From an optimization exercise on the open Yosys and OpenROAD flow, aimed at small area, a short achievable clock period and few clock cycles per item; shortcuts taken in it are not production practice.
Function was checked by simulation only, so behaviour that the tests miss may differ from the original.

## job 102
==> module code_occurrence_counter_table, before the edit <==
module code_occurrence_counter_table
#(
   parameter int unsigned TABLE_ENTRIES = 64,
   parameter int unsigned CODE_BITS     = 16,
   parameter int unsigned COUNT_BITS    = 16
) (
   input  logic                      clock,
   input  logic                      reset,
   input  logic                      req_valid,
   output logic                      req_stall,
   input  logic [cocnt_pkg::REQ_CODE_BITS-1:0]  req_event_code,
   output logic                      rsp_valid,
   input  logic                      rsp_stall,
   output logic [cocnt_pkg::RSP_COUNT_BITS-1:0] rsp_occurrences,
   output logic                      rsp_new_entry,
   output logic                      rsp_table_flushed
);
   localparam int unsigned N      = TABLE_ENTRIES;
   localparam int unsigned FILL_W = $clog2(TABLE_ENTRIES + 1);
   localparam int unsigned RW     = COUNT_BITS + 2;    
   localparam logic [COUNT_BITS-1:0] COUNT_ONE = COUNT_BITS'(1);
   logic [N-1:0]                  eq, valid, slot, we_code, we_count;
   logic [N-1:0][COUNT_BITS-1:0]  count;
   logic [FILL_W-1:0]             fill_ff;
   logic                          full;
   logic                  s2_valid_ff;
   logic [CODE_BITS-1:0]  s2_code_ff;
   logic [N-1:0]          s2_match_ff;
   logic                  s2_hit_ff, s2_same_ff;
   logic [COUNT_BITS-1:0] s2_rd_ff, last_cnt_ff;
   logic                  s2_hit, s2_flush, s2_ins;
   logic [N-1:0]          s2_use;           
   logic [COUNT_BITS-1:0] s2_rd, s2_inc, s2_cnt;
   logic                  req_take, same_prev;
   logic [N-1:0]          s1_match;
   logic [COUNT_BITS-1:0] s1_rd;
   logic [2:0]            q_v_ff;
   logic [2:0][RW-1:0]    q_d_ff;
   logic [RW-1:0]         res;
   logic                  req_stall_ff, rsp_take;
   genvar gi;
   generate
      for (gi = 0; gi < N; gi++) begin : g_cell
         assign valid[gi] = fill_ff > FILL_W'(gi);
         assign slot[gi]  = fill_ff == FILL_W'(gi);
         cocnt_cell #(
            .CODE_BITS  (CODE_BITS),
            .COUNT_BITS (COUNT_BITS)
         ) u_cell (
            .clock    (clock),
            .cmp_code (req_event_code),
            .eq       (eq[gi]),
            .we_code  (we_code[gi]),
            .wr_code  (s2_code_ff),
            .we_count (we_count[gi]),
            .wr_count (s2_cnt),
            .count    (count[gi])
         );
      end
   endgenerate
   assign full = fill_ff[FILL_W-1];
   assign s2_hit   = s2_hit_ff;
   assign s2_flush = s2_valid_ff & ~s2_hit & full;
   assign s2_ins   = s2_valid_ff & ~s2_hit & ~full;
   assign s2_rd  = s2_same_ff ? last_cnt_ff : s2_rd_ff;
   assign s2_inc = (&s2_rd) ? s2_rd : s2_rd + COUNT_ONE;
   assign s2_cnt = s2_hit ? s2_inc : COUNT_ONE;
   always_comb begin
      for (int i = 0; i < N; i++) begin
         s2_use[i] = s2_hit ? s2_match_ff[i] : (full ? (i == 0) : slot[i]);
      end
   end
   assign we_count = s2_valid_ff ? s2_use : '0;
   assign we_code  = (s2_valid_ff & ~s2_hit) ? s2_use : '0;
   assign res = {s2_cnt, ~s2_hit, full & ~s2_hit};
   assign req_take  = req_valid & ~req_stall_ff;
   assign same_prev = s2_valid_ff & (req_event_code == s2_code_ff);
   always_comb begin
      for (int i = 0; i < N; i++) begin
         s1_match[i] = same_prev ? s2_use[i]
                                 : (eq[i] & valid[i] & ~s2_flush);
      end
   end
   always_comb begin
      s1_rd = '0;
      for (int i = 0; i < N; i++) begin
         s1_rd = s1_rd | (count[i] & {COUNT_BITS{eq[i] & valid[i]}});
      end
   end
   assign rsp_take = q_v_ff[0] & ~rsp_stall;
   logic [2:0]         q_v_sh, q_v_in;
   logic [2:0][RW-1:0] q_d_sh, q_d_in;
   logic [2:0]         n_occ;
   always_comb begin
      if (rsp_take) begin
         q_v_sh = {1'b0, q_v_ff[2:1]};
         q_d_sh = {q_d_ff[2], q_d_ff[2:1]};
      end else begin
         q_v_sh = q_v_ff;
         q_d_sh = q_d_ff;
      end
      q_v_in = q_v_sh;
      q_d_in = q_d_sh;
      if (s2_valid_ff) begin
         if (!q_v_sh[0]) begin
            q_v_in[0] = 1'b1;
            q_d_in[0] = res;
         end else if (!q_v_sh[1]) begin
            q_v_in[1] = 1'b1;
            q_d_in[1] = res;
         end else begin
            q_v_in[2] = 1'b1;
            q_d_in[2] = res;
         end
      end
   end
   assign n_occ = 3'(q_v_in[0]) + 3'(q_v_in[1]) + 3'(q_v_in[2]) + 3'(req_take);
   always_ff @(posedge clock) begin
      s2_code_ff  <= req_event_code;
      s2_match_ff <= s1_match;
      s2_hit_ff   <= |s1_match;
      s2_same_ff  <= same_prev;
      s2_rd_ff    <= s1_rd;
      if (s2_valid_ff) last_cnt_ff <= s2_cnt;
      q_d_ff      <= q_d_in;
      if (reset) begin
         fill_ff      <= '0;
         s2_valid_ff  <= 1'b0;
         q_v_ff       <= '0;
         req_stall_ff <= 1'b0;
      end else begin
         if (s2_flush) begin
            fill_ff <= FILL_W'(1);
         end else if (s2_ins) begin
            fill_ff <= fill_ff + FILL_W'(1);
         end
         s2_valid_ff  <= req_take;
         q_v_ff       <= q_v_in;
         req_stall_ff <= n_occ >= 3'd3;
      end
   end
   assign req_stall         = req_stall_ff;
   assign rsp_valid         = q_v_ff[0];
   assign {rsp_occurrences, rsp_new_entry, rsp_table_flushed} = q_d_ff[0];
endmodule
Settings: LEC_CHECK=0, CAP_MARGIN=20, CORE_MARGIN=2, CORE_UTILIZATION=40, PLACE_DENSITY=0.6, SETUP_SLACK_MARGIN=2.5, SLEW_MARGIN=20; clock period 5.0 ns.
run.sh (not shown) runs the stock make flow with config.mk's settings and CLKGATE_MAP_FILE= SYNTH_SCRIPT=/design/flow/synth_recipe.tcl, a recipe that flattens the netlist after the stock synthesis.
Testbench counts of job 102, summed over its fixed seeds: cycles 3,216, items 3,200.
Edits applied to the flow inputs when going from job 102 to job 101:
diff --git a/flow/design.v b/flow/design.v
--- a/flow/design.v
+++ b/flow/design.v
@@ -47,14 +47,13 @@
    output logic                      rsp_new_entry,
    output logic                      rsp_table_flushed
 );
    localparam int unsigned N      = TABLE_ENTRIES;
-   localparam int unsigned FILL_W = $clog2(TABLE_ENTRIES + 1);
    localparam int unsigned RW     = COUNT_BITS + 2;    
    localparam logic [COUNT_BITS-1:0] COUNT_ONE = COUNT_BITS'(1);
    logic [N-1:0]                  eq, valid, slot, we_code, we_count;
    logic [N-1:0][COUNT_BITS-1:0]  count;
-   logic [FILL_W-1:0]             fill_ff;
+   logic [N-1:0]                  valid_ff;         
    logic                          full;
    logic                  s2_valid_ff;
    logic [CODE_BITS-1:0]  s2_code_ff;
    logic [N-1:0]          s2_match_ff;
@@ -72,10 +71,14 @@
    logic                  req_stall_ff, rsp_take;
    genvar gi;
    generate
       for (gi = 0; gi < N; gi++) begin : g_cell
-         assign valid[gi] = fill_ff > FILL_W'(gi);
-         assign slot[gi]  = fill_ff == FILL_W'(gi);
+         assign valid[gi] = valid_ff[gi];
+         if (gi == 0) begin : g_s0
+            assign slot[gi] = ~valid_ff[gi];
+         end else begin : g_sn
+            assign slot[gi] = valid_ff[gi-1] & ~valid_ff[gi];
+         end
          cocnt_cell #(
             .CODE_BITS  (CODE_BITS),
             .COUNT_BITS (COUNT_BITS)
          ) u_cell (
@@ -89,9 +92,9 @@
             .count    (count[gi])
          );
       end
    endgenerate
-   assign full = fill_ff[FILL_W-1];
+   assign full = valid_ff[N-1];
    assign s2_hit   = s2_hit_ff;
    assign s2_flush = s2_valid_ff & ~s2_hit & full;
    assign s2_ins   = s2_valid_ff & ~s2_hit & ~full;
    assign s2_rd  = s2_same_ff ? last_cnt_ff : s2_rd_ff;
@@ -155,17 +158,17 @@
       s2_rd_ff    <= s1_rd;
       if (s2_valid_ff) last_cnt_ff <= s2_cnt;
       q_d_ff      <= q_d_in;
       if (reset) begin
-         fill_ff      <= '0;
+         valid_ff     <= '0;
          s2_valid_ff  <= 1'b0;
          q_v_ff       <= '0;
          req_stall_ff <= 1'b0;
       end else begin
          if (s2_flush) begin
-            fill_ff <= FILL_W'(1);
+            valid_ff <= N'(1);
          end else if (s2_ins) begin
-            fill_ff <= fill_ff + FILL_W'(1);
+            valid_ff <= {valid_ff[N-2:0], 1'b1};
          end
          s2_valid_ff  <= req_take;
          q_v_ff       <= q_v_in;
          req_stall_ff <= n_occ >= 3'd3;
==> comparison <==
Looking only at post-synthesis instance area, and setting everything else aside, the higher value of job 101 and job 102 goes to job 101. Job 102 → job 101: wire length of the first global-routing pass went up by 2.1%, pin count of the biggest net entering global routing went up by about 9%. Against job 102, the final cell area of job 101 is higher. Diff job 102 -> job 101 | maximum fanout encountered on the critical timing path | increase of 8. In the metrics for job 101 and job 102, the one carrying the lower die width is job 102. Placed standard-cell area (lower): job 102.
Testbench counts of job 101, summed over its fixed seeds: cycles 3,216, items 3,200.

[port drivers added, routing unchanged]
How much do the figures lean on ideal ports? The routed layouts below were timed once more, with nothing changed but the port constraints. Step 1 assumes that a clkbuf_16 drives the clock port and a buf_2 every other input. Step 2 moves the port delays by t, midway between the first and last clock arrival at a register: inputs arrive t later, outputs are due t later. That takes back most of the time a late clock gives input paths. a / b / c = ideal / step 1 / step 2; a / b = the first two.
| run | t, ns | slack for setup (ns) | slew at the worst register clock pin (ns) | worst slew at a driven data input, ns |
|---|---|---|---|---|
| job 102 | 0.985 | 1.558 / 1.558 / 0.706 | 0.07 / 0.07 | 0.21 |
| job 101 | 1.000 | 1.912 / 1.807 / 0.806 | 0.07 / 0.07 | 0.39 |
After both steps every run listed still meets setup and hold. For job 101, which loses most, drivers alone change the setup slack by -0.105 ns; drivers and shift together by -1.106 ns.
